Background: an optimization exercise with open tools, aiming at a short achievable clock period and few clock cycles per item. Do not read the settings as production practice. The RTL was checked by simulation tests, not by an equivalence proof against the original design. The flow treats the clock pin as an ideal source. Dropping or thinning the clock tree relies on that and would not hold on a real chip. Power and IR drop assume default switching activity.

`design/flow/flow/flatten_ctree.tcl`:
```
# Take the buffers between the clock tree's root buffer and its leaf buffers out, so the
# root buffer drives the leaf buffers directly: one stage less of insertion delay.
proc flatten_clock_tree {} {
  set block [ord::get_db_block]
  set port_net [[$block findBTerm clk] getNet]
  set roots {}
  foreach it [$port_net getITerms] { lappend roots [$it getInst] }
  set removed 0
  foreach root $roots {
    set rnet [[$root findITerm X] getNet]
    set mids {}
    foreach it [$rnet getITerms] {
      if {[$it isInputSignal] || [$it getIoType] eq "INPUT"} {
        set inst [$it getInst]
        if {[string match "sky130_fd_sc_hd__clkbuf*" [[$inst getMaster] getName]]} { lappend mids $inst }
      }
    }
    foreach mid $mids {
      set mnet [[$mid findITerm X] getNet]
      set loads {}
      foreach it [$mnet getITerms] {
        if {[$it getInst] ne $mid} { lappend loads $it }
      }
      # only a buffer that drives other clock buffers is a middle stage
      set all_bufs 1
      foreach it $loads {
        if {![string match "sky130_fd_sc_hd__clkbuf*" [[[$it getInst] getMaster] getName]]} { set all_bufs 0 }
      }
      if {!$all_bufs} continue
      foreach it $loads { $it disconnect; $it connect $rnet }
      [$mid findITerm X] disconnect
      [$mid findITerm A] disconnect
      odb::dbInst_destroy $mid
      odb::dbNet_destroy $mnet
      incr removed
    }
  }
  puts "flatten_clock_tree: removed $removed middle clock buffers"
}
```
`design/flow/flow/post_cts.tcl`:
```
# Runs at the end of ORFS's CTS step (POST_CTS_TCL), with CTS's own timing repair skipped:
# make the clock tree one stage shallower, then repair timing as the CTS step would.
set here [file dirname [file normalize [info script]]]
source $here/flatten_ctree.tcl
source $here/split_root.tcl

flatten_clock_tree
split_clock_root $::env(FLOW_NROOT)
detailed_placement
estimate_parasitics -placement
report_clock_latency
repair_timing_helper
detailed_placement
check_placement -verbose
estimate_parasitics -placement
report_clock_latency
report_worst_slack
```
`design/flow/standard.sh`:
```
#!/bin/bash
# synth_recipe.tcl (not shown) runs the flow's synth.tcl, then flattens the netlist and writes it again
# the make line also repeats each setting of config.mk as NAME=value (left out here)
make -C /OpenROAD-flow-scripts/flow DESIGN_CONFIG=/design/flow/config.mk WORK_HOME=/design/flow/orfs CLKGATE_MAP_FILE= SYNTH_SCRIPT=/design/flow/synth_recipe.tcl "${@:-finish}"
```
`design/flow/flow/split_root.tcl`:
```
# Split the clock root buffer into NROOT buffers, each driving the leaf buffers nearest to it,
# all driven by the clock port, so that each root buffer drives a lighter, shorter net.
proc split_clock_root {nroot} {
  set block [ord::get_db_block]
  set port_net [[$block findBTerm clk] getNet]
  set its [$port_net getITerms]
  if {[llength $its] != 1} { puts "split_clock_root: port drives [llength $its] pins, skipped"; return }
  set root [[lindex $its 0] getInst]
  set master [$root getMaster]
  set rnet [[$root findITerm X] getNet]
  set leaves {}
  foreach it [$rnet getITerms] {
    if {[$it getInst] ne $root} { lappend leaves $it }
  }
  # order the leaves by angle around their centre and cut the order into nroot runs
  set sx 0; set sy 0
  foreach it $leaves { set b [[$it getInst] getBBox]; set sx [expr {$sx + (([$b xMin]+[$b xMax])/2)}]; set sy [expr {$sy + (([$b yMin]+[$b yMax])/2)}] }
  set n [llength $leaves]
  set cx [expr {double($sx) / $n}]; set cy [expr {double($sy) / $n}]
  set keyed {}
  foreach it $leaves {
    set b [[$it getInst] getBBox]
    lappend keyed [list [expr {atan2((([$b yMin]+[$b yMax])/2) - $cy, (([$b xMin]+[$b xMax])/2) - $cx)}] $it]
  }
  set keyed [lsort -real -index 0 $keyed]
  for {set g 0} {$g < $nroot} {incr g} {
    set lo [expr {$g * $n / $nroot}]; set hi [expr {($g + 1) * $n / $nroot}]
    if {$hi <= $lo} continue
    set grp {}
    for {set i $lo} {$i < $hi} {incr i} { lappend grp [lindex [lindex $keyed $i] 1] }
    if {$g == 0} {
      set buf $root; set net $rnet
    } else {
      set buf [odb::dbInst_create $block $master "clkbuf_root_${g}_clk"]
      set net [odb::dbNet_create $block "clknet_root_${g}_clk"]
      $net setSigType CLOCK
      [$buf findITerm A] connect $port_net
      [$buf findITerm X] connect $net
      foreach it $grp { $it disconnect; $it connect $net }
    }
    set gx 0; set gy 0
    foreach it $grp { set b [[$it getInst] getBBox]; set gx [expr {$gx + (([$b xMin]+[$b xMax])/2)}]; set gy [expr {$gy + (([$b yMin]+[$b yMax])/2)}] }
    set gx [expr {int($gx / [llength $grp])}]; set gy [expr {int($gy / [llength $grp])}]
    $buf setLocation $gx $gy
    $buf setPlacementStatus PLACED
  }
  puts "split_clock_root: $n leaf buffers under $nroot root buffers"
}
```
`design/flow/flow/run.sh`:
```
#!/bin/bash
# The standard layout, except that the clock tree built by CTS loses its middle stage and its
# root buffer is split in three, all fed by the clock port (see post_cts.tcl).
set -euo pipefail
here=$(pwd)
export FLOW_NROOT=3
bash standard.sh SKIP_CTS_REPAIR_TIMING=1 POST_CTS_TCL="$here/flow/post_cts.tcl" finish > "$here/orfs_make.log" 2>&1 || {
  tail -40 "$here/orfs_make.log"
  exit 1
}
ls -l out/final.def
```
`design/flow/config.mk`:
```
export PLATFORM = sky130hd
export DESIGN_NAME = wb_subsys
export DESIGN_NICKNAME = wb_subsys
export VERILOG_FILES = /design/flow/design.v
export SDC_FILE = /design/flow/constraint.sdc
export NUM_CORES = 4
export LEC_CHECK = 0
export CAP_MARGIN = 20
export CORE_MARGIN = 2
export CORE_UTILIZATION = 40
export CTS_CLUSTER_DIAMETER = 80
export CTS_CLUSTER_SIZE = 30
export SETUP_SLACK_MARGIN = 3.6
export SLEW_MARGIN = 20
```
`design/flow/constraint.sdc`:
```
create_clock -name core_clock -period 5.5 [get_ports {clk}]
set_input_delay 1.1000 -clock core_clock [delete_from_list [all_inputs] [get_ports {clk}]]
set_output_delay 1.1000 -clock core_clock [all_outputs]
set_load 0.01 [all_outputs]
```
`design/flow/design.v`:
```
`default_nettype none
package wb_pkg;
	localparam int ADDR_W = 32;
	localparam int DATA_W = 64;
	localparam int OFFSET_W = 3;
	localparam int ID_W = 4;
	localparam int LINE_W = ADDR_W + DATA_W;
	typedef logic [ADDR_W-1:0] addr_t;
	typedef logic [DATA_W-1:0] data_t;
	typedef logic [ID_W-1:0] axi_id_t;
	typedef enum logic {
		WBQ_IDLE,	 
		WBQ_READY	 
	} wbq_state_t;
endpackage
`default_nettype wire
`default_nettype none
module wb_subsys (
	input  logic            clk,
	input  logic            rst_n,
	input  logic            evict_i,
	input  wb_pkg::addr_t   evict_addr_i,
	input  wb_pkg::data_t   evict_data_i,
	output logic            evict_afull_o,
	output wb_pkg::axi_id_t awid_o,
	output wb_pkg::addr_t   awaddr_o,
	output logic            awvalid_o,
	input  logic            awready_i,
	output wb_pkg::axi_id_t wid_o,
	output wb_pkg::data_t   wdata_o,
	output logic            wvalid_o,
	input  logic            wready_i
);
	localparam int AW = wb_pkg::ADDR_W - wb_pkg::OFFSET_W;	 
	localparam int LW = AW + wb_pkg::DATA_W;
	logic [LW-1:0] slot0_q;
	logic [LW-1:0] slot1_q;
	logic          wptr_q;	 
	logic          rptr_q;	 
	logic [1:0]    cnt_q;
	logic          empty_q;	 
	logic [1:0]    wen_q;	 
	logic          afull_q;
	logic          ov_q;
	logic [LW-1:0] o_q;
	logic          rst_q;	 
	logic [LW-1:0] in_line;
	logic [LW-1:0] head;
	logic [LW-1:0] src;
	logic          load;
	logic          push;
	logic          pop;
	logic [1:0]    cnt_d;
	logic          wptr_d;
	assign in_line = {evict_addr_i[wb_pkg::ADDR_W-1:wb_pkg::OFFSET_W], evict_data_i};
	assign head    = rptr_q ? slot1_q : slot0_q;
	assign load = !ov_q || (awready_i && wready_i);
	assign src  = empty_q ? in_line : head;
	assign pop  = load && !empty_q;
	assign push = evict_i && !(load && empty_q);
	always_comb begin
		cnt_d = cnt_q;
		if (push && !pop) cnt_d = cnt_q + 1'b1;
		if (pop && !push) cnt_d = cnt_q - 1'b1;
	end
	assign wptr_d = wptr_q ^ push;
	always_ff @(posedge clk) begin
		if (!rst_n) begin
			wptr_q  <= 1'b0;
			rptr_q  <= 1'b0;
			cnt_q   <= '0;
			empty_q <= 1'b1;
			wen_q   <= 2'b01;
			afull_q <= 1'b0;
			ov_q    <= 1'b0;
		end else begin
			wptr_q  <= wptr_d;
			rptr_q  <= rptr_q ^ pop;
			cnt_q   <= cnt_d;
			empty_q <= (cnt_d == 2'd0);
			wen_q   <= (cnt_d == 2'd2) ? 2'b00 : (wptr_d ? 2'b10 : 2'b01);
			afull_q <= (cnt_d != 2'd0);
			if (load) ov_q <= !empty_q || evict_i;
		end
	end
	always_ff @(posedge clk) begin
		if (wen_q[0]) slot0_q <= in_line;
		if (wen_q[1]) slot1_q <= in_line;
	end
	always_ff @(posedge clk) begin
		rst_q <= rst_n;
	end
	always_ff @(posedge clk) begin
		if (!rst_q) o_q <= '0;
		else if (load) o_q <= src;
	end
	assign evict_afull_o = afull_q;
	assign awvalid_o     = ov_q;
	assign wvalid_o      = ov_q;
	assign awid_o        = wb_pkg::axi_id_t'(o_q[wb_pkg::DATA_W +: 2]);
	assign wid_o         = wb_pkg::axi_id_t'(o_q[wb_pkg::DATA_W +: 2]);
	assign awaddr_o      = {o_q[wb_pkg::DATA_W +: AW], {wb_pkg::OFFSET_W{1'b0}}};
	assign wdata_o       = o_q[wb_pkg::DATA_W-1:0];
endmodule
`default_nettype wire
```
==> impl_metrics.py, run 1 <==
metrics = {
    "drt": {
        "firstDrtPassIters": 4,
        "drc_errors": 0,
        "avgViaCountPerCell": 4.935,
        "wl_um": 25600,
        "antenna_left": 0,
        "vias": 6885,
        "wl_per_cell_um": 18.35,
        "drt_iter0_markers": 272,
    },
    "timing": {
        "rsz0062_at_grt": "yes",
        "setup_ws_ns": 3.461,
        "fin_crit_sh": 0.3707,
        "hold_slack_ns": 0.4494,
        "finalSetupViolCount": 0,
        "clock_skew_ns": 0.03045,
        "slew_headroom": 0.5068,
        "hold_viol_final": 0,
        "setup_tns_ns": 0,
        "slew_viol_final": 0,
        "fin_crit_ns": 2.039,
        "max_freq_ghz": 0.4905,
        "tightest_slew_ns": 0.7398,
    },
    "finish": {
        "antenna_cells": 0,
        "syn2layout_area_growth_pct": 30.27,
        "drive_above_1_share": 0.2543,
        "post-route-util": 0.5268,
        "finalNetCount": 1148,
    },
    "global_routing": {
        "grt_max_degree": 75,
        "track_usage": 0.1748,
        "grt-ovfl-total": 0,
        "antenna_found_initial": 1,
        "grt_pass1_vias": 6825,
        "grt_pass1_wl_um": 38220,
    },
    "logic_synthesis": {
        "synth_warnings": 1,
        "ys_types": 30,
        "ys_seq_elements": 289,
        "synth_common_cells": "edfxtp_1 (186), dfxtp_1 (103), nor2_1 (98), a21oi_1 (97), mux2i_1 (94)",
        "synth_ff_type": "edfxtp_1",
        "synth_area_mm2": 0.01084,
        "synthCells": 858,
        "synthTopCellsByArea": "edfxtp_1 (52%), dfxtp_1 (19%), mux2i_1 (8.7%)",
        "synth_top_area_share": 0.5154,
        "avgSynthCellArea_um2": 12.63,
        "yosys.area.top_type": "edfxtp_1",
        "ys_seq_area_frac": 0.7057,
        "synthArstFlopShare": 0,
        "synth_edf_count": 186,
        "yosysMostFrequentCell": "edfxtp_1",
    },
    "setup_path": {
        "reg2reg_to": "afull_q",
        "cp-end-kind": "register",
        "cp-start-kind": "input pin",
        "crit_path_max_fanout": 5,
        "r2r_start": "empty_q",
        "path_class": "in2reg",
        "arrival_ns": 2.27,
        "required_ns": 5.73,
        "crit_start": "wready_i",
        "regToRegSetupSlack_ns": 3.61,
        "endpoint": "afull_q",
        "r2r_cells": 5,
    },
    "die": {
        "die_area_mm2": 0.02842,
        "num_rows": 60,
        "fp.dieW_um": 168.6,
        "core_mm2": 0.02680,
        "initial_utilization": 0.4043,
        "die_h_um": 168.6,
        "io_pins": 208,
    },
    "run_status": {
        "status": "no timing/DRC/antenna violations",
    },
    "pwr": {
        "pwr_density_cell_mw_per_mm2": 350.1,
        "power_mw": 4.942,
        "p_leak_nw": 5.017,
        "ir_drop_mv": 0.2768,
    },
    "min_path": {
        "hold_path_class": "reg2reg",
    },
    "placed_design": {
        "dpl_worst_slack_ns": 2.040,
        "dp_hpwl_um": 13160,
        "place.gp.congestion": 0.7223,
        "portBuffers": 197,
    },
    "clocking": {
        "clk_pin_slew_ns": 0.10,
        "clock-sinks": 289,
        "cts_tree": "built",
        "clock_latency_ns": 0.34,
    },
    "run": {
        "cap_violations": 0,
    },
}
[cells by family (layout without fill, tap and decap cells)]
kind of cell | Yosys count | in the layout | share of synthesized area
and+or+nand+nor | 206 | 213 | 0.07528
muxes | 94 | 94 | 0.08683
buffers and inverters | 68 | 251 | 0.03741
AOI/OAI and AO/OA | 198 | 198 | 0.09283
DFF | 289 | 289 | 0.7057
xor gates and xnor gates | 2 | 2 | 0.001617
other | 1 | 7 | 0.0003460
[cells in the final DEF, fill, tap and decap left out, types with 2 or more instances in the layout]
| cell | n |
|---|---|
| clkdlybuf4s50_1 | 94 |
| mux2i_1 | 93 |
| conb_1 | 7 |
| clkbuf_16 | 18 |
| buf_12 | 6 |
| inv_6 | 2 |
| edfxtp_1 | 186 |
| buf_8 | 4 |
| dfxtp_4 | 7 |
| buf_4 | 11 |
| o21ai_0 | 89 |
| dfxtp_2 | 91 |
| buf_2 | 3 |
| or3_1 | 2 |
| nand2_1 | 93 |
| dfxtp_1 | 5 |
| o21ai_1 | 9 |
| and2_4 | 8 |
| and3_1 | 2 |
| nor2_1 | 98 |
| a21oi_1 | 96 |
| buf_6 | 104 |
| inv_1 | 2 |
[critical path, stage by stage]
cell and delay (ns):
buf_6 0.09, a21boi_4 0.17, buf_12 0.15, mux2i_4 0.21, or3b_4 0.39, and3_1 0.14
[worst min path at each step]
stage,from,endpoint,slack (ns),cells after the start
floorplan,o_q[85],o_q[85],0.47,2
global placement,o_q[1],o_q[1],0.43,2
detailed placement,o_q[88],o_q[88],0.44,2
global route,o_q[76],o_q[76],0.48,2
finish,o_q[58],o_q[58],0.45,2
[flip-flops by register name (all words and copies together) (netlist names)]
| register | flops |
|---|---|
| o_q | 93 |
| slot0_q | 93 |
| slot1_q | 93 |
| cnt_q | 2 |
| wen_q | 2 |
| afull_q | 1 |
| empty_q | 1 |
| ov_q | 1 |
| rptr_q | 1 |
| rst_q | 1 |
| wptr_q | 1 |
[per-layer routing]
| metal | vias up | track usage | part of all wire |
|---|---|---|---|
| li1 | 3425 | - | - |
| met1 | 3282 | 0.2249 | 0.44 |
| met2 | 155 | 0.2986 | 0.49 |
| met3 | 21 | 0.04746 | 0.058 |
| met4 | 2 | 0.03561 | 0.013 |
| met5 | - | 0 | 0.00051 |
[cell type report, without the clock buffers]
class	count	area [µm²]
plain buffers	2	50.05
multi-input cells	514	2913
inverters	2	7.507
well taps	341	426.7
clock inverters	6	78.83
repair buffers	225	2475
fillers	2336	12680
flip-flops and latches	289	7787
[power by group]
part / internal [mW] / switching (mW) / total [mW] / leakage [nW]
Combinational: 0.444 / 0.428 / 0.872 / 2.08
Clock: 0.593 / 0.699 / 1.29 / 0.246
Sequential: 2.61 / 0.168 / 2.78 / 2.69
Total: 3.65 / 1.30 / 4.94 / 5.02
[per-stage QoR]
step,area [µm²],std cells
floorplan,10940,864
global placement,12950,1345
detailed placement,12950,1345
global route,14120,1395
finish,14120,1395
Testbench counts, summed over its fixed seeds: cycles 16,016, items 16,000.
==> run 2, diff against run 1 <==
--- a/design/flow/design.v
+++ b/design/flow/design.v
@@ -38,6 +38,7 @@
 	logic          wptr_q;	 
 	logic          rptr_q;	 
-	logic [1:0]    cnt_q;
-	logic          empty_q;	 
+	logic          c0_q;	 
+	logic          c1_q;	 
+	logic          c2_q;	 
 	logic [1:0]    wen_q;	 
 	logic          afull_q;
@@ -49,26 +50,44 @@
 	logic [LW-1:0] src;
 	logic          load;
-	logic          push;
-	logic          pop;
-	logic [1:0]    cnt_d;
+	logic          c0_l, c1_l, c2_l, c0_h, c1_h, c2_h;	 
+	logic          c0_ls, c1_ls, c2_ls, c0_hs, c1_hs, c2_hs;	 
+	logic          c0_d, c1_d, c2_d;
 	logic          wptr_d;
+	logic          rptr_d;
+	logic          ov_d;
 	assign in_line = {evict_addr_i[wb_pkg::ADDR_W-1:wb_pkg::OFFSET_W], evict_data_i};
 	assign head    = rptr_q ? slot1_q : slot0_q;
 	assign load = !ov_q || (awready_i && wready_i);
-	assign src  = empty_q ? in_line : head;
-	assign pop  = load && !empty_q;
-	assign push = evict_i && !(load && empty_q);
+	assign src  = c0_q ? in_line : head;
+	assign c0_l  = c0_q || c1_q;
+	assign c1_l  = c2_q;
+	assign c2_l  = 1'b0;
+	assign c0_ls = c0_q;
+	assign c1_ls = c1_q || c2_q;
+	assign c2_ls = 1'b0;
+	assign c0_h  = c0_q;
+	assign c1_h  = c1_q;
+	assign c2_h  = c2_q;
+	assign c0_hs = 1'b0;
+	assign c1_hs = c0_q;
+	assign c2_hs = c1_q || c2_q;
 	always_comb begin
-		cnt_d = cnt_q;
-		if (push && !pop) cnt_d = cnt_q + 1'b1;
-		if (pop && !push) cnt_d = cnt_q - 1'b1;
+		case ({load, evict_i})
+			2'b11:   {c0_d, c1_d, c2_d} = {c0_ls, c1_ls, c2_ls};
+			2'b10:   {c0_d, c1_d, c2_d} = {c0_l, c1_l, c2_l};
+			2'b01:   {c0_d, c1_d, c2_d} = {c0_hs, c1_hs, c2_hs};
+			default: {c0_d, c1_d, c2_d} = {c0_h, c1_h, c2_h};
+		endcase
 	end
-	assign wptr_d = wptr_q ^ push;
+	assign wptr_d = wptr_q ^ (evict_i && !c2_q && !(load && c0_q));
+	assign rptr_d = rptr_q ^ (load && !c0_q);
+	assign ov_d   = load ? (!c0_q || evict_i) : 1'b1;
 	always_ff @(posedge clk) begin
 		if (!rst_n) begin
 			wptr_q  <= 1'b0;
 			rptr_q  <= 1'b0;
-			cnt_q   <= '0;
-			empty_q <= 1'b1;
+			c0_q    <= 1'b1;
+			c1_q    <= 1'b0;
+			c2_q    <= 1'b0;
 			wen_q   <= 2'b01;
 			afull_q <= 1'b0;
@@ -76,10 +95,11 @@
 		end else begin
 			wptr_q  <= wptr_d;
-			rptr_q  <= rptr_q ^ pop;
-			cnt_q   <= cnt_d;
-			empty_q <= (cnt_d == 2'd0);
-			wen_q   <= (cnt_d == 2'd2) ? 2'b00 : (wptr_d ? 2'b10 : 2'b01);
-			afull_q <= (cnt_d != 2'd0);
-			if (load) ov_q <= !empty_q || evict_i;
+			rptr_q  <= rptr_d;
+			c0_q    <= c0_d;
+			c1_q    <= c1_d;
+			c2_q    <= c2_d;
+			wen_q   <= c2_d ? 2'b00 : (wptr_d ? 2'b10 : 2'b01);
+			afull_q <= !c0_d;
+			ov_q    <= ov_d;
 		end
 	end
==> run 2 against run 1 <==
  * Still clean on timing, DRC and antenna
  * Hold slack improved by 0.022 ns
  * Total power down 8.1%
  * Sequential power down 6%
  * Routed wire length about the same
  * Clock skew up 0.18 ns
  * Worst setup slack got worse by 0.077 ns
  * Final area grew 0.26%
  * Global-route usage is essentially flat
  * Flip-flop and latch count unchanged
  * Largest cell class unchanged
==> impl_metrics.py, run 2 <==
metrics = {
    "run_status": {
        "status": "no timing/DRC/antenna violations",
    },
    "die": {
        "fp.dieW_um": 169.0,
        "die_h_um": 169.0,
        "io_pins": 208,
        "num_rows": 60,
        "core_mm2": 0.02680,
        "die_area_mm2": 0.02855,
        "initial_utilization": 0.4062,
    },
    "setup_path": {
        "cp-end-kind": "primary output",
        "r2r_cells": 1,
        "cp_top_family": "flip-flops",
        "crit_cells": 1,
        "cp_slowest_cell": "dfxtp_4",
        "cp-start-kind": "register",
        "crit_path_max_fanout": 4,
        "cp_slowest_stage_delay_ns": 0.40,
        "arrival_ns": 1.02,
        "cp.buffers_inverters": 1,
        "path_class": "reg2out",
        "required_ns": 4.40,
        "crit_chain": "buf_6",
    },
    "pwr": {
        "power_frac_clock": 0.290,
        "p_switching_mw": 1.105,
        "pwr_density_cell_mw_per_mm2": 321.1,
        "p_leak_nw": 5.433,
        "ir_drop_mv": 0.2268,
        "switching_share": 0.2433,
        "power_frac_comb": 0.137,
        "intPower_mw": 3.439,
        "seqPwrFrac": 0.573,
    },
    "clocking": {
        "clock-sinks": 289,
        "clock_latency_ns": 0.51,
        "clk_pin_slew_ns": 0.10,
        "cts_tree": "built",
    },
    "timing": {
        "max_freq_ghz": 0.4727,
        "setup_tns_ns": 0,
        "hold_viol_final": 0,
        "tightest_slew_ns": 0.6130,
        "fin_crit_ns": 2.115,
        "setup_ws_ns": 3.385,
        "hold_slack_ns": 0.4712,
        "fin_crit_sh": 0.3846,
        "rsz0062_at_grt": "yes",
        "clock_skew_ns": 0.2062,
        "slew_viol_final": 0,
        "slew_headroom": 0.5914,
        "finalSetupViolCount": 0,
    },
    "drt": {
        "wl_met3_um": 1155,
        "wl_per_cell_um": 19.39,
        "antenna_left": 0,
        "top_layer_used": "met4",
        "vias": 6736,
        "avgViaCountPerCell": 5.099,
        "dr_wl_met2_um": 12160,
        "drt_iter0_markers": 364,
        "drc_errors": 0,
        "wl_um": 25610,
        "firstDrtPassIters": 5,
        "wl_met1_um": 11860,
    },
    "logic_synthesis": {
        "yosys.area.top_type": "edfxtp_1",
        "ys_seq_area_frac": 0.7025,
        "avgSynthCellArea_um2": 14.38,
        "yosysMostFrequentCell": "edfxtp_1",
        "synthCells": 757,
        "synth_edf_count": 186,
        "synth_warnings": 1,
        "synthTopCellsByArea": "edfxtp_1 (51%), dfxtp_1 (19%), mux2i_1 (8.6%)",
        "synth_common_cells": "edfxtp_1 (186), dfxtp_1 (103), o21ai_0 (95), nand2_1 (94)",
        "synth_ff_type": "edfxtp_1",
        "synth_top_area_share": 0.5131,
        "ys_types": 33,
        "synth_area_mm2": 0.01089,
        "synthArstFlopShare": 0,
        "ys_seq_elements": 289,
    },
    "placed_design": {
        "placedInstanceArea_mm2": 0.01291,
        "dpl_worst_slack_ns": 2.079,
        "portBuffers": 197,
        "dp_hpwl_um": 13380,
        "place.gp.congestion": 0.7141,
    },
    "global_routing": {
        "antenna_found_initial": 1,
        "track_usage": 0.1746,
        "grt_max_degree": 73,
        "grt_pass1_vias": 6639,
        "grt_pass1_wl_um": 38450,
        "grt-ovfl-total": 0,
    },
    "min_path": {
        "hold_depth": 1,
        "hold_path_class": "reg2reg",
    },
    "finish": {
        "finalNetCount": 1072,
        "post-route-util": 0.5281,
        "reg.largest.list": "o_q (93), slot0_q (93), slot1_q (93)",
        "final_cell_area_mm2": 0.01415,
        "drive_above_1_share": 0.2959,
        "layout_commonest_cell": "edfxtp_1",
        "layout_common_cells": "edfxtp_1 (186), o21ai_0 (95), nand2_1 (94)",
        "syn2layout_area_growth_pct": 30.02,
        "antenna_cells": 0,
    },
    "run": {
        "cap_violations": 0,
    },
}
## run 2: changes by cell type after synthesis, moves of 2 or more
cell	previous run	this run
a21oi_1	97	2
a22o_1	0	93
buf_2	18	20
buf_4	19	13
buf_6	7	21
clkbuf_1	18	11
clkbuf_2	3	0
nand3_1	1	3
nor2_1	98	1
nor3b_1	2	0
o21ai_0	93	95
o21ai_1	6	0
## run 2: worst paths after layout
| path | start | to | slack [ns] |
|---|---|---|---|
| hold reg to reg | o_q[78] | o_q[78] | 0.47 |
| setup reg to reg | wen_q[1] | slot1_q[86] | 3.74 |
| setup / recovery | o_q[64] | wid_o[0] | 3.38 |
| hold / removal | o_q[78] | o_q[78] | 0.47 |
## run 2: routing by layer
metal / vias up / GRT usage
li1: 3262 / -
met1: 3273 / 0.2408
met2: 171 / 0.2901
met3: 30 / 0.03040
met4: 0 / 0.03898
met5: - / 0
## run 2: power by group through the flow
stage / sequential, mW / clock, mW / combinational, mW
detailed placement: 2.65 / 0 / 0.541
floorplan: 2.66 / 0 / 0.255
global placement: 2.64 / 0 / 0.535
global route: 2.63 / 1.43 / 0.675
finish: 2.61 / 1.32 / 0.621
## run 2: cells by family after synthesis
logic type | Yosys count | synth area share
DFF | 289 | 0.7025
xor gates and xnor gates | 1 | 0.0008047
and+or+nand+nor | 108 | 0.04058
other | 1 | 0.0003445
muxes | 93 | 0.08552
buffers and inverters | 67 | 0.04437
AOI/OAI and AO/OA | 198 | 0.1259
## run 2: metrics by stage
stage                     std cells  power [mW]
final                          1321       4.544
after global routing           1321       4.732
after detailed placement       1244       3.188
after global placement         1244       3.177
after floorplan                 763       2.911
## run 2: final cells by class, without the clock buffers
class / instances / area (µm²)
Fill cell: 2275 / 12650
Timing Repair Buffer: 248 / 2546
Buffer: 2 / 50.05
Multi-Input combinational cell: 414 / 2864
Tap cell: 341 / 426.7
Inverter: 2 / 7.507
Clock inverter: 9 / 95.09
Sequential cell: 289 / 7785
Testbench counts of run 2, summed over its fixed seeds: cycles 16,016, items 16,000.
==> run 3, diff against run 2 <==
==> design/flow/flow/run.sh (replaced) <==
#!/bin/bash
# The standard layout, except that the clock tree built by CTS loses its middle stage and its
# root buffer is split in four, all fed by the clock port (see post_cts.tcl).
set -euo pipefail
here=$(pwd)
export FLOW_NROOT=4
bash standard.sh SKIP_CTS_REPAIR_TIMING=1 POST_CTS_TCL="$here/flow/post_cts.tcl" finish > "$here/orfs_make.log" 2>&1 || {
  tail -40 "$here/orfs_make.log"
  exit 1
}
ls -l out/final.def
--- a/design/flow/flow/flatten_ctree.tcl
+++ b/design/flow/flow/flatten_ctree.tcl
@@ -22,4 +22,21 @@
         if {[$it getInst] ne $mid} { lappend loads $it }
       }
+      # CTS's dummy loads (cells whose outputs drive nothing) only balance the tree: drop them
+      set kept {}
+      foreach it $loads {
+        set inst [$it getInst]
+        set drives 0
+        foreach o [$inst getITerms] {
+          if {[$o isOutputSignal] && [$o getNet] ne "NULL"} { set drives 1 }
+        }
+        if {$drives} {
+          lappend kept $it
+        } else {
+          foreach o [$inst getITerms] { if {[$o getNet] ne "NULL"} { $o disconnect } }
+          odb::dbInst_destroy $inst
+          puts "flatten_clock_tree: removed dummy load"
+        }
+      }
+      set loads $kept
       # only a buffer that drives other clock buffers is a middle stage
       set all_bufs 1
--- a/design/flow/config.mk
+++ b/design/flow/config.mk
@@ -11,4 +11,4 @@
 export CTS_CLUSTER_DIAMETER = 80
 export CTS_CLUSTER_SIZE = 30
-export SETUP_SLACK_MARGIN = 3.6
+export SETUP_SLACK_MARGIN = 4.2
 export SLEW_MARGIN = 20
==> run 3 against run 2 <==
  * Cell count is 3.2% higher
  * Register-to-register slack improved by 0.05 ns
  * Routed wire length grew 15%
  * Critical path depth did not move
  * Area after synthesis unchanged
  * Clock skew is 0.18 ns lower
  * Sequential share of layout area fell by 3.1 points
  * Global-route usage is 2.6 points higher
  * Combinational power grew 19%
  * Die area unchanged
  * Worst setup slack better by 0.15 ns
  * First-iteration DRC count increased by 13%
  * Largest power group unchanged
==> impl_metrics.py, run 3 <==
metrics = {
    "finish": {
        "layout_common_cells": "edfxtp_1 (186), buf_6 (120), nand2_1 (94), o21ai_0 (94)",
        "reg.largest.list": "o_q (93), slot0_q (93), slot1_q (93)",
        "post-route-util": 0.5604,
        "finalNetCount": 1115,
        "layout_commonest_cell": "edfxtp_1",
        "syn2layout_area_growth_pct": 37.97,
        "drive_above_1_share": 0.3320,
    },
    "drt": {
        "drc_errors": 0,
        "firstDrtPassIters": 5,
        "avgViaCountPerCell": 5.197,
        "wl_met3_um": 1222,
        "antenna_left": 0,
        "vias": 7084,
        "dr_wl_met2_um": 14780,
        "drt_iter0_markers": 410,
        "wl_met1_um": 13110,
        "wl_per_cell_um": 21.66,
        "wl_um": 29530,
        "top_layer_used": "met5",
    },
    "clocking": {
        "cts_tree": "built",
        "clk_pin_slew_ns": 0.12,
        "clock_latency_ns": 0.33,
        "clock-sinks": 289,
    },
    "logic_synthesis": {
        "synthArstFlopShare": 0,
        "synth_top_area_share": 0.5131,
        "synthCells": 757,
        "synth_edf_count": 186,
        "yosysMostFrequentCell": "edfxtp_1",
        "yosys.area.top_type": "edfxtp_1",
        "avgSynthCellArea_um2": 14.38,
        "ys_types": 33,
        "synthTopCellsByArea": "edfxtp_1 (51%), dfxtp_1 (19%), mux2i_1 (8.6%)",
        "synth_warnings": 1,
        "ys_seq_area_frac": 0.7025,
        "synth_area_mm2": 0.01089,
        "synth_ff_type": "edfxtp_1",
        "synth_common_cells": "edfxtp_1 (186), dfxtp_1 (103), o21ai_0 (95), nand2_1 (94)",
        "ys_seq_elements": 289,
    },
    "die": {
        "num_rows": 60,
        "die_area_mm2": 0.02855,
        "fp.dieW_um": 169.0,
        "initial_utilization": 0.4062,
        "die_h_um": 169.0,
        "io_pins": 208,
        "core_mm2": 0.02680,
    },
    "setup_path": {
        "path_class": "reg2out",
        "regToRegSetupSlack_ns": 3.79,
        "endpoint": "awaddr_o[3]",
        "crit_chain": "buf_6",
        "crit_cells": 1,
        "cp-start-kind": "register",
        "required_ns": 4.40,
        "r2r_cells": 6,
        "cp.buffers_inverters": 1,
        "cp-end-kind": "primary output",
        "cp_slowest_stage_delay_ns": 0.41,
        "r2r_start": "rst_q",
        "crit_path_max_fanout": 4,
        "cp_slowest_cell": "dfxtp_4",
        "reg2reg_to": "o_q[20]",
        "arrival_ns": 0.86,
        "cp_top_family": "flip-flops",
        "crit_start": "o_q[64]",
    },
    "timing": {
        "slew_headroom": 0.5329,
        "slew_viol_final": 0,
        "hold_viol_final": 0,
        "setup_tns_ns": 0,
        "fin_crit_sh": 0.3568,
        "finalSetupViolCount": 0,
        "setup_ws_ns": 3.538,
        "hold_slack_ns": 0.4879,
        "rsz0062_at_grt": "yes",
        "clock_skew_ns": 0.02699,
        "fin_crit_ns": 1.962,
        "tightest_slew_ns": 0.6997,
        "max_freq_ghz": 0.5096,
    },
    "pwr": {
        "ir_drop_mv": 0.2045,
        "pwr_density_cell_mw_per_mm2": 304.9,
        "p_leak_nw": 5.928,
        "p_switching_mw": 1.103,
        "intPower_mw": 3.477,
        "power_frac_clock": 0.271,
        "switching_share": 0.2407,
        "power_frac_comb": 0.161,
        "seqPwrFrac": 0.567,
    },
    "global_routing": {
        "antenna_found_initial": 2,
        "grt_pass1_wl_um": 42860,
        "track_usage": 0.2003,
        "grt_pass1_vias": 7006,
        "grt_max_degree": 79,
        "grt-ovfl-total": 0,
    },
    "placed_design": {
        "place.gp.congestion": 0.7314,
        "portBuffers": 197,
        "dp_hpwl_um": 13370,
        "dpl_worst_slack_ns": 2.070,
    },
    "run_status": {
        "status": "no timing/DRC/antenna violations",
    },
    "run": {
        "cap_violations": 0,
    },
    "min_path": {
        "hold_path_class": "reg2reg",
    },
}
[run 3: cell counts after synthesis]
Identical to the previous run, type by type.
[run 3: cell type report, without the clock buffers]
type / instances / area [µm²]
clock inverter: 6 / 73.82
buffer: 3 / 75.07
inverter: 2 / 7.507
tap: 341 / 426.7
antenna: 1 / 2.502
fill: 2206 / 11780
timing repair buffer: 288 / 3383
multi-input combinational: 418 / 2949
sequential: 289 / 7789
[run 3: worst min-delay path by stage]
stage | startpoint | end | slack [ns] | cells past startpoint
floorplan | o_q[62] | o_q[62] | 0.47 | 1
global placement | o_q[62] | o_q[62] | 0.45 | 1
detailed placement | o_q[72] | o_q[72] | 0.45 | 1
global route | o_q[12] | o_q[12] | 0.50 | 1
finish | o_q[4] | o_q[4] | 0.49 | 1
[run 3: through the flow]
| stage | total power, mW | instance area, µm² | instances |
|---|---|---|---|
| 2_1_floorplan | 2.917 | 11030 | 763 |
| 3_3_place_gp | 3.183 | 12980 | 1244 |
| 3_5_place_dp | 3.195 | 12980 | 1244 |
| 5_1_grt | 4.755 | 15020 | 1362 |
| 6_report | 4.580 | 15020 | 1363 |
[run 3: logic make-up (layout without fill, tap and decap cells)]
family	count (synthesis)	in the layout	share of synthesized area
flip-flops	289	289	0.7025
buffers and inverters	67	314	0.04437
AND/OR/NAND/NOR	108	119	0.04058
other	1	8	0.0003445
AO/OA/AOI/OAI	198	198	0.1259
XOR/XNOR	1	1	0.0008047
multiplexers	93	93	0.08552
[run 3: metal layers]
metal / vias to the layer above / track usage
li1: 3353 / -
met1: 3528 / 0.2673
met2: 173 / 0.3448
met3: 28 / 0.03531
met4: 2 / 0.04085
met5: - / 0
[run 3: power by group through the flow]
| stage | registers (mW) | logic (mW) | clock network, mW |
|---|---|---|---|
| 2_1_floorplan | 2.66 | 0.259 | 0 |
| 3_3_place_gp | 2.65 | 0.531 | 0 |
| 3_5_place_dp | 2.66 | 0.536 | 0 |
| 5_1_grt | 2.62 | 0.796 | 1.34 |
| 6_report | 2.60 | 0.739 | 1.24 |
==> run 4, diff against run 3 <==
--- a/design/flow/config.mk
+++ b/design/flow/config.mk
@@ -11,4 +11,4 @@
 export CTS_CLUSTER_DIAMETER = 80
 export CTS_CLUSTER_SIZE = 30
-export SETUP_SLACK_MARGIN = 4.2
+export SETUP_SLACK_MARGIN = 3.6
 export SLEW_MARGIN = 20
==> run 4 against run 3 <==
  * Flip-flop and latch count unchanged
  * Largest cell class unchanged
  * Highest routed layer is now met4
  * Critical path type unchanged
  * Global-route usage decreased by 1.6 points
  * Clock power increased by 4%
  * Core utilization decreased by 3.3 points
==> impl_metrics.py, run 4 <==
metrics = {
    "timing": {
        "slew_headroom": 0.5811,
        "finalSetupViolCount": 0,
        "hold_viol_final": 0,
        "rsz0062_at_grt": "yes",
        "fin_crit_ns": 1.914,
        "setup_tns_ns": 0,
        "max_freq_ghz": 0.5226,
        "fin_crit_sh": 0.3479,
        "tightest_slew_ns": 0.6284,
        "clock_skew_ns": 0.01315,
        "slew_viol_final": 0,
    },
    "drt": {
        "antenna_left": 0,
        "drt_iter0_markers": 404,
        "drc_errors": 0,
        "firstDrtPassIters": 4,
        "avgViaCountPerCell": 5.123,
        "wl_um": 27020,
        "vias": 6732,
        "wl_per_cell_um": 20.56,
    },
    "die": {
        "initial_utilization": 0.4062,
        "die_area_mm2": 0.02855,
        "core_mm2": 0.02680,
        "fp.dieW_um": 169.0,
        "io_pins": 208,
        "num_rows": 60,
        "die_h_um": 169.0,
    },
    "placed_design": {
        "portBuffers": 197,
        "place.gp.congestion": 0.7141,
        "dp_hpwl_um": 13380,
    },
    "finish": {
        "syn2layout_area_growth_pct": 29.94,
        "antenna_cells": 0,
        "layout_common_cells": "edfxtp_1 (186), nand2_1 (94), o21ai_0 (94), clkdlybuf4s50_1 (94)",
        "finalNetCount": 1066,
        "reg.largest.list": "o_q (93), slot0_q (93), slot1_q (93)",
        "layout_commonest_cell": "edfxtp_1",
        "fillCellCount": 2287,
        "drive_above_1_share": 0.2909,
    },
    "logic_synthesis": {
        "synthXorXnorAreaFrac": 0.0008046,
        "synth_top_family_by_area": "compound AO/OA/AOI/OAI gates",
        "ys_types": 33,
        "synthArstFlopShare": 0,
        "synthTopCellsByArea": "edfxtp_1 (51%), dfxtp_1 (19%), mux2i_1 (8.6%)",
        "ys_seq_area_frac": 0.7025,
        "synth_edf_count": 186,
        "synthCells": 757,
        "synthSimpleGateAreaFrac": 0.04057,
        "synthMuxAreaShare": 0.08552,
        "ys_seq_elements": 289,
        "synth_warnings": 1,
        "synth_area_mm2": 0.01089,
        "synth_top_area_share": 0.5131,
        "yosysMostFrequentCell": "edfxtp_1",
        "synth_ff_type": "edfxtp_1",
        "avgSynthCellArea_um2": 14.38,
        "yosys.area.top_type": "edfxtp_1",
        "synthAdderAreaFrac": 0,
        "synth_compound_area_frac": 0.1259,
        "synth_common_cells": "edfxtp_1 (186), dfxtp_1 (103), o21ai_0 (95), nand2_1 (94)",
    },
    "setup_path": {
        "cp_slowest_stage_delay_ns": 0.38,
        "path_class": "reg2out",
        "cp-end-kind": "primary output",
        "cp_slowest_cell": "dfxtp_4",
        "required_ns": 4.40,
        "crit_path_max_fanout": 3,
        "cp-start-kind": "register",
        "cp_top_family": "flip-flops",
        "arrival_ns": 0.81,
        "cp.buffers_inverters": 1,
        "crit_chain": "buf_6",
        "regToRegSetupSlack_ns": 3.77,
    },
    "global_routing": {
        "grt-ovfl-total": 0,
        "grt_pass1_vias": 6689,
        "track_usage": 0.1848,
        "grt_max_degree": 73,
        "grt_pass1_wl_um": 39730,
        "antenna_found_initial": 1,
    },
    "pwr": {
        "pwr_density_cell_mw_per_mm2": 320.1,
        "p_leak_nw": 5.397,
        "power_mw": 4.527,
        "ir_drop_mv": 0.2255,
    },
    "min_path": {
        "hold_path_class": "reg2reg",
    },
    "run": {
        "cap_violations": 0,
    },
    "clocking": {
        "clock-sinks": 289,
        "clk_pin_slew_ns": 0.11,
        "cts_tree": "built",
        "clock_latency_ns": 0.32,
    },
    "run_status": {
        "status": "no timing/DRC/antenna violations",
    },
}
==> run 4: through the flow <==
stage / area, µm² / std cells / utilization / setup slack [ns] / hold slack, ns
after floorplan: 10930 / 763 / - / 3.483 / 0.4706
after global placement: 12910 / 1244 / 0.4819 / 2.100 / 0.4607
after detailed placement: 12910 / 1244 / 0.4819 / 2.079 / 0.4588
after global routing: 14140 / 1314 / 0.5278 / 3.552 / 0.4901
final: 14140 / 1314 / 0.5278 / 3.586 / 0.4747
==> run 4: final timing paths <==
check           start     endpoint  cells past startpoint
min           o_q[54]      o_q[54]                      1
max              ov_q     wvalid_o                      1
min reg2reg   o_q[54]      o_q[54]                      1
max reg2reg  wen_q[1]  slot1_q[86]                      1
==> run 4: layout make-up, without the clock buffers <==
type                    count  area [µm²]  share of cell area
plain buffers               3       75.07            0.005307
multi-input cells         413        2855              0.2019
repair buffers            243        2555              0.1806
well taps                 341       426.7             0.03016
inverters                   2       7.507           0.0005307
flip-flops and latches    289        7785              0.5504
clock inverters             8       86.33            0.006104
==> run 4: kinds of logic after synthesis <==
kind of cell           count (synthesis)
AND/OR/NAND/NOR                      108
buffers and inverters                 67
AO/OA/AOI/OAI                        198
XOR/XNOR                               1
multiplexers                          93
flip-flops                           289
other                                  1
==> run 4: metal layers <==
layer | track usage | vias to the layer above | wire, µm
li1 | - | 3238 | -
met1 | 0.2478 | 3315 | 12290
met2 | 0.3127 | 159 | 13150
met3 | 0.02759 | 20 | 1156
met4 | 0.05360 | 0 | 424
met5 | 0 | - | 0
==> run 4: where the power goes <==
| group | total, mW | leakage, nW | internal, mW | switching (mW) |
|---|---|---|---|---|
| clock | 1.29 | 0.248 | 0.595 | 0.696 |
| combinational | 0.628 | 2.45 | 0.336 | 0.293 |
| sequential | 2.61 | 2.70 | 2.51 | 0.102 |
==> run 5, diff against run 4 <==
--- a/design/flow/flow/run.sh
+++ b/design/flow/flow/run.sh
@@ -5,4 +5,5 @@
 here=$(pwd)
 export FLOW_NROOT=4
+export FLOW_INV="sky130_fd_sc_hd__clkinv_4 sky130_fd_sc_hd__clkinv_16"
 bash standard.sh SKIP_CTS_REPAIR_TIMING=1 POST_CTS_TCL="$here/flow/post_cts.tcl" finish > "$here/orfs_make.log" 2>&1 || {
   tail -40 "$here/orfs_make.log"
==> design/flow/flow/inv_tree.tcl (new file) <==
# Replace the clock tree's root and leaf buffers with inverters: every clock path then has
# two single-stage inverters in place of two two-stage buffers, and the same polarity.
proc invert_clock_tree {rootm leafm} {
  set block [ord::get_db_block]
  set db [ord::get_db]
  set port_net [[$block findBTerm clk] getNet]
  set roots {}
  set leaves {}
  foreach it [$port_net getITerms] {
    set r [$it getInst]
    lappend roots $r
    foreach it2 [[[$r findITerm X] getNet] getITerms] {
      set l [$it2 getInst]
      if {$l ne $r} { lappend leaves $l }
    }
  }
  foreach inst [concat $roots $leaves] {
    set m [expr {[lsearch -exact $roots $inst] >= 0 ? $rootm : $leafm}]
    set a [[$inst findITerm A] getNet]
    set x [[$inst findITerm X] getNet]
    set name [$inst getName]
    set loc [$inst getLocation]
    odb::dbInst_destroy $inst
    set n [odb::dbInst_create $block [$db findMaster $m] $name]
    [$n findITerm A] connect $a
    [$n findITerm Y] connect $x
    $n setLocation [lindex $loc 0] [lindex $loc 1]
    $n setPlacementStatus PLACED
  }
  puts "invert_clock_tree: [llength $roots] roots, [llength $leaves] leaves"
}
--- a/design/flow/flow/post_cts.tcl
+++ b/design/flow/flow/post_cts.tcl
@@ -4,7 +4,9 @@
 source $here/flatten_ctree.tcl
 source $here/split_root.tcl
+source $here/inv_tree.tcl
 
 flatten_clock_tree
 split_clock_root $::env(FLOW_NROOT)
+if {$::env(FLOW_INV) ne ""} { invert_clock_tree {*}$::env(FLOW_INV) }
 detailed_placement
 estimate_parasitics -placement
==> run 5 against run 4 <==
  * Critical endpoint is now awid_o[0]
  * Flip-flop and latch count unchanged
  * Via count up 1.8%
  * First-iteration DRC count down 6.2%
  * Register-to-register slack about the same
  * Routed wire length up 2.2%
  * Highest routed layer unchanged
==> impl_metrics.py, run 5 <==
metrics = {
    "run_status": {
        "status": "no timing/DRC/antenna violations",
    },
    "finish": {
        "fillCellCount": 2267,
        "antenna_cells": 0,
        "layout_commonest_cell": "edfxtp_1",
        "multi_input_area_mm2": 0.002864,
        "syn2layout_area_growth_pct": 32.49,
        "reg.largest.list": "o_q (93), slot0_q (93), slot1_q (93)",
        "seq_area_mm2": 0.007789,
        "finalNetCount": 1081,
        "post-route-util": 0.5381,
        "layout_common_cells": "edfxtp_1 (186), buf_6 (108), nand2_1 (94), o21ai_0 (94), clkdlybuf4s50_1 (94)",
        "drive_above_1_share": 0.3016,
    },
    "clocking": {
        "clock_latency_ns": 0.34,
        "clock-sinks": 289,
        "clk_pin_slew_ns": 0.09,
    },
    "pwr": {
        "p_switching_mw": 1.327,
        "ir_drop_mv": 0.2159,
        "intPower_mw": 3.103,
        "p_leak_nw": 5.465,
        "power_frac_comb": 0.150,
        "seqPwrFrac": 0.589,
        "power_frac_clock": 0.261,
        "switching_share": 0.2996,
        "pwr_density_cell_mw_per_mm2": 307.2,
    },
    "timing": {
        "rsz0062_at_grt": "yes",
        "setup_tns_ns": 0,
        "fin_crit_sh": 0.3695,
        "hold_slack_ns": 0.4839,
        "fin_crit_ns": 2.032,
        "clock_skew_ns": 0.01328,
        "max_freq_ghz": 0.4921,
        "tightest_slew_ns": 0.6073,
        "finalSetupViolCount": 0,
        "slew_viol_final": 0,
        "slew_headroom": 0.5951,
        "hold_viol_final": 0,
    },
    "setup_path": {
        "reg2reg_to": "slot1_q[60]",
        "cp_slowest_stage_delay_ns": 0.38,
        "cp.buffers_inverters": 2,
        "required_ns": 4.40,
        "crit_start": "o_q[64]",
        "r2r_cells": 1,
        "endpoint": "awid_o[0]",
        "cp_top_family": "flip-flops",
        "cp-start-kind": "register",
        "r2r_start": "wen_q[1]",
        "cpMostUsedCell": "buf_6",
        "crit_path_max_fanout": 4,
        "crit_chain": "buf_6 > buf_6",
        "cp_slowest_cell": "dfxtp_4",
        "arrival_ns": 0.93,
        "path_class": "reg2out",
        "regToRegSetupSlack_ns": 3.77,
        "cp-end-kind": "primary output",
        "crit_cells": 2,
    },
    "drt": {
        "avgViaCountPerCell": 5.159,
        "vias": 6856,
        "drc_errors": 0,
        "drt_iter0_markers": 379,
        "wl_per_cell_um": 20.78,
        "wl_um": 27620,
        "firstDrtPassIters": 5,
        "antenna_left": 0,
    },
    "logic_synthesis": {
        "synthTopCellsByArea": "edfxtp_1 (51%), dfxtp_1 (19%), mux2i_1 (8.6%)",
        "ys_seq_elements": 289,
        "synthXorXnorAreaFrac": 0.0008046,
        "synth_top_area_share": 0.5131,
        "synth_compound_area_frac": 0.1259,
        "synth_edf_count": 186,
        "synthMuxAreaShare": 0.08552,
        "synthAdderAreaFrac": 0,
        "synthSimpleGateAreaFrac": 0.04057,
        "yosysMostFrequentCell": "edfxtp_1",
        "ys_seq_area_frac": 0.7025,
        "synthCells": 757,
        "synth_top_family_by_area": "compound AO/OA/AOI/OAI gates",
        "avgSynthCellArea_um2": 14.38,
        "ys_types": 33,
        "yosys.area.top_type": "edfxtp_1",
        "synth_ff_type": "edfxtp_1",
        "synthArstFlopShare": 0,
        "synth_area_mm2": 0.01089,
        "synth_common_cells": "edfxtp_1 (186), dfxtp_1 (103), o21ai_0 (95), nand2_1 (94)",
        "synth_warnings": 1,
    },
    "placed_design": {
        "place.gp.congestion": 0.7141,
        "portBuffers": 197,
        "dp_hpwl_um": 13380,
    },
    "die": {
        "fp.dieW_um": 169.0,
        "io_pins": 208,
        "die_area_mm2": 0.02855,
        "core_mm2": 0.02680,
        "initial_utilization": 0.4062,
        "die_h_um": 169.0,
        "num_rows": 60,
    },
    "global_routing": {
        "grt_busiest_layer": "met2",
        "antenna_found_initial": 1,
        "grt_pass1_vias": 6802,
        "grt-ovfl-total": 0,
        "track_usage": 0.1877,
        "use_met1": 0.2505,
        "grt_max_degree": 73,
        "met3_usage": 0.02829,
        "met2_usage": 0.3163,
        "grt_pass1_wl_um": 40360,
    },
    "run": {
        "cap_violations": 0,
    },
    "min_path": {
        "hold_depth": 1,
        "hold_path_class": "reg2reg",
    },
}
run 5: cells by family (layout without fill, tap and decap cells):
| kind of cell | count (synthesis) | count (layout) |
|---|---|---|
| muxes | 93 | 93 |
| AOI/OAI and AO/OA | 198 | 198 |
| xor gates and xnor gates | 1 | 1 |
| other | 1 | 7 |
| buffers and inverters | 67 | 285 |
| and+or+nand+nor | 108 | 115 |
| DFF | 289 | 289 |
run 5: layer usage:
metal  up-vias  part of all wire
met3        31             0.039
met2       177              0.49
met1      3378              0.45
li1       3270                 -
met5         -                 0
met4         0             0.021
run 5: final cells by class, without the clock buffers:
| cell class | instances | area share |
|---|---|---|
| clock inverters | 8 | 0.005986 |
| inverters | 18 | 0.02793 |
| multi-input cells | 414 | 0.1986 |
| flip-flops and latches | 289 | 0.5400 |
| well taps | 341 | 0.02958 |
| repair buffers | 257 | 0.1959 |
run 5: stage by stage:
| stage | instances | worst slack (ns) | area [µm²] | power, mW |
|---|---|---|---|---|
| floorplan | 763 | 3.483 | 10930 | 2.911 |
| global placement | 1244 | 2.100 | 12910 | 3.177 |
| detailed placement | 1244 | 2.079 | 12910 | 3.188 |
| global route | 1329 | 3.417 | 14420 | 4.627 |
| finish | 1329 | 3.468 | 14420 | 4.430 |
run 5: power groups by stage:
stage	Sequential, mW	Clock [mW]	Combinational (mW)
final	2.61	1.16	0.663
after global routing	2.63	1.28	0.718
after detailed placement	2.65	0	0.541
after global placement	2.64	0	0.535
after floorplan	2.66	0	0.255
run 5: worst min path at each step:
| stage | from | to | slack [ns] |
|---|---|---|---|
| after global placement | o_q[62] | o_q[62] | 0.46 |
| after floorplan | c1_q | c1_q | 0.47 |
| after detailed placement | o_q[62] | o_q[62] | 0.46 |
| after global routing | o_q[40] | o_q[40] | 0.50 |
| final | o_q[22] | o_q[22] | 0.48 |
==> run 6, diff against run 5 <==
--- a/design/flow/design.v
+++ b/design/flow/design.v
@@ -108,10 +108,17 @@
 		if (wen_q[1]) slot1_q <= in_line;
 	end
+	localparam int BK = wb_pkg::DATA_W + 2;	 
 	always_ff @(posedge clk) begin
 		rst_q <= rst_n;
 	end
 	always_ff @(posedge clk) begin
-		if (!rst_q) o_q <= '0;
-		else if (load) o_q <= src;
+		if (!rst_q) o_q[BK-1 -: 2] <= '0;
+		else if (load) o_q[BK-1 -: 2] <= src[BK-1 -: 2];
+	end
+	always_ff @(posedge clk) begin
+		if (load) begin
+			o_q[LW-1:BK]             <= src[LW-1:BK];
+			o_q[wb_pkg::DATA_W-1:0]  <= src[wb_pkg::DATA_W-1:0];
+		end
 	end
 	assign evict_afull_o = afull_q;
--- a/design/flow/flow/run.sh
+++ b/design/flow/flow/run.sh
@@ -5,5 +5,5 @@
 here=$(pwd)
 export FLOW_NROOT=4
-export FLOW_INV="sky130_fd_sc_hd__clkinv_4 sky130_fd_sc_hd__clkinv_16"
+export FLOW_INV=""
 bash standard.sh SKIP_CTS_REPAIR_TIMING=1 POST_CTS_TCL="$here/flow/post_cts.tcl" finish > "$here/orfs_make.log" 2>&1 || {
   tail -40 "$here/orfs_make.log"
==> run 6 against run 5 <==
  * Area after synthesis fell by 0.87%
  * Sequential power rose by 3%
  * Flip-flop and latch count did not move
  * Core utilization fell by 4.1 points
  * Critical path type unchanged
  * Largest power group unchanged
  * Highest routed layer unchanged
==> impl_metrics.py, run 6 <==
metrics = {
    "setup_path": {
        "reg2reg_to": "slot1_q[71]",
        "cp-end-kind": "primary output",
        "regToRegSetupSlack_ns": 3.75,
        "r2r_start": "wen_q[1]",
        "crit_chain": "buf_2",
        "r2r_cells": 1,
        "cp.buffers_inverters": 1,
        "cp_slowest_stage_delay_ns": 0.42,
        "cp-start-kind": "register",
        "cp_top_family": "flip-flops",
        "crit_cells": 1,
        "cp_slowest_cell": "edfxtp_1",
        "arrival_ns": 0.89,
        "required_ns": 4.40,
        "path_class": "reg2out",
        "crit_path_max_fanout": 1,
    },
    "logic_synthesis": {
        "avgSynthCellArea_um2": 16.78,
        "synthCells": 643,
        "yosysMostFrequentCell": "edfxtp_1",
        "synthArstFlopShare": 0,
        "yosys.area.top_type": "edfxtp_1",
        "synth_ff_type": "edfxtp_1",
        "synth_warnings": 1,
        "synth_area_mm2": 0.01079,
        "ys_types": 33,
        "synthTopCellsByArea": "edfxtp_1 (77%), mux2i_1 (8.7%), nand2_1 (3.2%)",
        "ys_seq_area_frac": 0.7931,
        "synth_top_area_share": 0.7709,
        "synth_edf_count": 277,
        "ys_seq_elements": 289,
        "synth_common_cells": "edfxtp_1 (277), mux2i_1 (94), nand2_1 (93), o21ai_0 (63), o21ai_1 (31)",
    },
    "finish": {
        "fillCellCount": 2300,
        "antenna_cells": 0,
        "multi_input_area_mm2": 0.002018,
        "finalNetCount": 938,
        "layout_common_cells": "edfxtp_1 (277), mux2i_1 (94), clkdlybuf4s50_1 (94), nand2_1 (92), buf_2 (92)",
        "reg.largest.list": "o_q (93), slot0_q (93), slot1_q (93)",
        "drive_above_1_share": 0.1893,
        "seq_area_mm2": 0.008584,
        "layout_commonest_cell": "edfxtp_1",
        "syn2layout_area_growth_pct": 23.17,
    },
    "drt": {
        "vias": 5953,
        "antenna_left": 0,
        "firstDrtPassIters": 5,
        "wl_per_cell_um": 19.01,
        "drt_iter0_markers": 504,
        "wl_um": 22550,
        "drc_errors": 0,
        "avgViaCountPerCell": 5.019,
    },
    "timing": {
        "slew_viol_final": 0,
        "finalSetupViolCount": 0,
        "setup_tns_ns": 0,
        "slew_headroom": 0.4198,
        "clock_skew_ns": 0.02170,
        "tightest_slew_ns": 0.8703,
        "fin_crit_ns": 1.993,
        "max_freq_ghz": 0.5017,
        "hold_viol_final": 0,
        "rsz0062_at_grt": "yes",
        "fin_crit_sh": 0.3624,
    },
    "die": {
        "fp.dieW_um": 168.2,
        "io_pins": 208,
        "die_h_um": 168.2,
        "die_area_mm2": 0.02831,
        "initial_utilization": 0.4037,
        "num_rows": 60,
        "core_mm2": 0.02673,
    },
    "clocking": {
        "clk_pin_slew_ns": 0.10,
        "clock_latency_ns": 0.32,
        "clock-sinks": 289,
        "cts_tree": "built",
    },
    "run_status": {
        "status": "no timing/DRC/antenna violations",
    },
    "global_routing": {
        "track_usage": 0.1586,
        "grt_pass1_vias": 6047,
        "grt-ovfl-total": 0,
        "grt_busiest_layer": "met2",
        "antenna_found_initial": 0,
        "met3_usage": 0.03879,
        "grt_max_degree": 84,
        "met2_usage": 0.2689,
        "use_met1": 0.2032,
        "grt_pass1_wl_um": 34240,
    },
    "min_path": {
        "hold_path_class": "reg2reg",
        "hold_depth": 2,
        "hp-start": "rst_q",
        "whs_endpoint": "o_q[65]",
    },
    "pwr": {
        "power_mw": 4.438,
        "pwr_density_cell_mw_per_mm2": 333.9,
        "ir_drop_mv": 0.2097,
        "p_leak_nw": 4.802,
    },
    "placed_design": {
        "dp_hpwl_um": 12290,
        "portBuffers": 197,
        "place.gp.congestion": 0.7329,
    },
    "run": {
        "cap_violations": 0,
    },
}
==> run 6: cell types whose count changed in the layout (fill, tap and decap cells not counted), sizes merged, moves of 2 or more <==
cell    previous run  this run
dfxtp            103        12
and2               9         0
clkinv            20         5
edfxtp           186       277
clkbuf             3        20
inv                5         8
buf              160       113
a22o              93         0
mux2               0         2
bufinv             0         2
==> run 6: stage by stage <==
| stage | hold WS, ns | utilization | worst slack [ns] | instances | area [µm²] |
|---|---|---|---|---|---|
| 6_report | 0.5108 | 0.4973 | 3.507 | 1186 | 13290 |
| 2_1_floorplan | 0.4665 | - | 3.475 | 649 | 10860 |
| 3_5_place_dp | 0.5088 | 0.4881 | 2.698 | 1148 | 13050 |
| 3_3_place_gp | 0.5089 | 0.4881 | 2.739 | 1148 | 13050 |
| 5_1_grt | 0.5680 | 0.4973 | 3.492 | 1186 | 13290 |
==> run 6: logic make-up after synthesis <==
kind of cell / after synthesis / share of synthesized area
flops: 289 / 0.7931
compound gates: 106 / 0.05218
simple gates: 105 / 0.03989
mux: 96 / 0.08929
buf+inv: 46 / 0.02516
other cells: 1 / 0.0003475
==> run 6: worst min-delay path, cell delays in order (launching register included) <==
cell and delay [ns]:
dfxtp_1 0.34, nand3_1 0.07, o21ai_0 0.06
==> run 6: layout make-up, without the clock buffers <==
class	instances	area share
sequential	289	0.6459
timing repair buffer	210	0.1252
buffer	3	0.005649
clock inverter	9	0.008191
inverter	2	0.002542
timing repair inverter	4	0.003766
tap	341	0.03210
multi-input combinational	314	0.1519
==> run 6: how the worst max path moves through the flow <==
stage,from,end,slack [ns]
floorplan,awready_i,wen_q[1],3.48
global placement,awready_i,afull_q,2.74
detailed placement,awready_i,afull_q,2.70
global route,o_q[89],awaddr_o[28],3.49
finish,o_q[89],awaddr_o[28],3.51
==> run 6: power by group <==
part | internal (mW) | total, mW | switching, mW | leakage (nW)
Combinational | 0.203 | 0.452 | 0.249 | 1.70
Sequential | 2.62 | 2.70 | 0.0750 | 2.85
Clock | 0.610 | 1.29 | 0.680 | 0.251
==> run 6: layer usage <==
metal  up-vias  part of all wire
met5         -                 0
met4         0             0.016
li1       2789                 -
met3        23             0.061
met1      2958              0.43
met2       183              0.49
Testbench counts of run 6, summed over its fixed seeds: cycles 16,016, items 16,000.
==> run 7, diff against run 6 <==
--- a/design/flow/flow/run.sh
+++ b/design/flow/flow/run.sh
@@ -5,5 +5,5 @@
 here=$(pwd)
 export FLOW_NROOT=4
-export FLOW_INV=""
+export FLOW_INV="sky130_fd_sc_hd__clkinv_16 sky130_fd_sc_hd__clkinv_16"
 bash standard.sh SKIP_CTS_REPAIR_TIMING=1 POST_CTS_TCL="$here/flow/post_cts.tcl" finish > "$here/orfs_make.log" 2>&1 || {
   tail -40 "$here/orfs_make.log"
==> run 7 against run 6 <==
  * Still clean
  * First-iteration DRC count is 12% lower
  * Total power decreased by 2.1%
  * Area after synthesis did not move
  * Cell count did not move
  * Sequential power about the same
  * Flip-flop and latch count did not move
  * Clock skew decreased by 0.0063 ns
  * Die area is the same
==> impl_metrics.py, run 7 <==
metrics = {
    "run": {
        "cap_violations": 0,
    },
    "finish": {
        "finalNetCount": 937,
        "post-route-util": 0.4991,
        "syn2layout_area_growth_pct": 23.61,
        "drive_above_1_share": 0.1860,
        "layout_commonest_cell": "edfxtp_1",
        "layout_common_cells": "edfxtp_1 (277), mux2i_1 (94), clkdlybuf4s50_1 (93), nand2_1 (92), o21ai_0 (63)",
        "reg.largest.list": "o_q (93), slot0_q (93), slot1_q (93)",
    },
    "placed_design": {
        "portBuffers": 197,
        "place.gp.congestion": 0.7329,
        "dp_hpwl_um": 12290,
    },
    "setup_path": {
        "crit_chain": "clkdlybuf4s15_2",
        "cp_slowest_cell": "dfxtp_2",
        "cp-end-kind": "primary output",
        "crit_path_max_fanout": 4,
        "cp-start-kind": "register",
        "path_class": "reg2out",
        "cp_top_family": "flip-flops",
        "regToRegSetupSlack_ns": 3.74,
        "cp_slowest_stage_delay_ns": 0.37,
        "required_ns": 4.40,
        "arrival_ns": 0.79,
        "cp.buffers_inverters": 1,
    },
    "global_routing": {
        "track_usage": 0.1536,
        "antenna_found_initial": 2,
        "grt-ovfl-total": 0,
        "grt_pass1_wl_um": 33390,
        "grt_max_degree": 84,
        "grt_pass1_vias": 6031,
    },
    "timing": {
        "setup_tns_ns": 0,
        "slew_viol_final": 0,
        "clock_skew_ns": 0.01539,
        "fin_crit_ns": 1.889,
        "hold_viol_final": 0,
        "max_freq_ghz": 0.5295,
        "tightest_slew_ns": 0.8676,
        "fin_crit_sh": 0.3434,
        "hold_slack_ns": 0.5019,
        "finalSetupViolCount": 0,
        "rsz0062_at_grt": "yes",
        "slew_headroom": 0.4216,
    },
    "drt": {
        "vias": 5903,
        "drc_errors": 0,
        "firstDrtPassIters": 4,
        "wl_per_cell_um": 18.50,
        "wl_um": 21940,
        "avgViaCountPerCell": 4.977,
        "antenna_left": 0,
        "drt_iter0_markers": 446,
    },
    "logic_synthesis": {
        "synth_edf_count": 277,
        "synth_common_cells": "edfxtp_1 (277), mux2i_1 (94), nand2_1 (93), o21ai_0 (63), o21ai_1 (31)",
        "synth_top_area_share": 0.7709,
        "yosys.area.top_type": "edfxtp_1",
        "ys_seq_area_frac": 0.7931,
        "synthArstFlopShare": 0,
        "synth_ff_type": "edfxtp_1",
        "synth_warnings": 1,
        "yosysMostFrequentCell": "edfxtp_1",
        "avgSynthCellArea_um2": 16.78,
        "synthCells": 643,
        "synthTopCellsByArea": "edfxtp_1 (77%), mux2i_1 (8.7%), nand2_1 (3.2%)",
        "ys_types": 33,
        "ys_seq_elements": 289,
        "synth_area_mm2": 0.01079,
    },
    "die": {
        "die_area_mm2": 0.02831,
        "fp.dieW_um": 168.2,
        "core_mm2": 0.02673,
        "io_pins": 208,
        "initial_utilization": 0.4037,
        "num_rows": 60,
        "die_h_um": 168.2,
    },
    "clocking": {
        "clock_latency_ns": 0.18,
        "clk_pin_slew_ns": 0.07,
        "clock-sinks": 289,
    },
    "pwr": {
        "p_leak_nw": 4.772,
        "power_mw": 4.346,
        "ir_drop_mv": 0.1884,
        "pwr_density_cell_mw_per_mm2": 325.9,
    },
    "min_path": {
        "hold_path_class": "reg2reg",
    },
    "run_status": {
        "status": "no timing/DRC/antenna violations",
    },
}
-- run 7: cell counts after synthesis --
Identical to the previous run, type by type.
-- run 7: report_power, final --
part | leakage, nW | switching (mW) | total [mW] | internal [mW]
logic | 1.68 | 0.247 | 0.443 | 0.196
clock network | 0.236 | 0.891 | 1.21 | 0.316
registers | 2.85 | 0.0748 | 2.70 | 2.62
total | 4.77 | 1.21 | 4.35 | 3.13
-- run 7: final timing paths --
kind         cells after the start  startpoint     endpoint
max                              1     o_q[65]  awaddr_o[4]
max reg2reg                      4      rptr_q      o_q[64]
min                              2       rst_q      o_q[65]
min reg2reg                      2       rst_q      o_q[65]
-- run 7: logic make-up after synthesis --
logic type | Yosys count | synth area share
flops | 289 | 0.7931
other cells | 1 | 0.0003475
compound gates | 106 | 0.05218
mux | 96 | 0.08929
buf+inv | 46 | 0.02516
simple gates | 105 | 0.03989
-- run 7: through the flow --
stage | worst slack, ns | area (µm²) | instances
after floorplan | 3.475 | 10860 | 649
after global placement | 2.739 | 13050 | 1148
after detailed placement | 2.698 | 13050 | 1148
after global routing | 3.571 | 13340 | 1186
final | 3.611 | 13340 | 1186
-- run 7: area by class of cell, without the clock buffers --
type | count | area (µm²)
fill | 2279 | 13390
sequential | 289 | 8582
multi-input combinational | 314 | 2018
timing repair buffer | 210 | 1658
inverter | 18 | 504.2
tap | 341 | 426.7
clock inverter | 9 | 108.9
timing repair inverter | 3 | 33.78
antenna | 1 | 2.502
-- run 7: routing by layer --
layer / GRT usage / wire, µm / vias up
met5: 0 / 13 / -
met4: 0.04123 / 328 / 2
met3: 0.03855 / 1332 / 21
met2: 0.2627 / 10830 / 191
met1: 0.1962 / 9437 / 2910
li1: - / - / 2779

==> static timing again, ports no longer ideal <==
The flow's constraints put no driver on any port. The routed layouts listed below were extracted and timed again, unchanged, in two steps. Step 1 sets driving cells, clkbuf_16 on the clock port and buf_2 on the other inputs (assumed; they add their load-dependent delay and slew). Step 2 also shifts input and output timing later by t, the mid clock arrival at the registers, as if the neighbouring blocks saw the same clock. a / b / c = no drivers / after step 1 / after step 2; a / b = the first two.
run	shift t [ns]	setup slack, ns	hold slack, ns	worst data-port slew with drivers (ns)	cell pins on the clock port's net
run 1	0.403	3.461 / 3.482 / 3.104	0.449 / 0.449 / 0.449	0.07	3
run 2	0.472	3.385 / 3.312 / 3.218	0.471 / 0.471 / 0.471	0.07	3
run 3	0.405	3.538 / 3.439 / 3.207	0.488 / 0.488 / 0.488	0.09	4
run 4	0.409	3.586 / 3.487 / 3.274	0.475 / 0.475 / 0.475	0.06	4
run 5	0.442	3.468 / 3.357 / 3.266	0.484 / 0.484 / 0.484	0.07	4
run 6	0.408	3.507 / 3.409 / 3.337	0.511 / 0.511 / 0.511	0.08	4
run 7	0.402	3.611 / 3.383 / 3.380	0.502 / 0.502 / 0.502	0.09	4
After both steps every run listed still meets setup and hold. For run 1, which loses most, drivers alone change the setup slack by +0.021 ns; drivers and shift together by -0.357 ns.
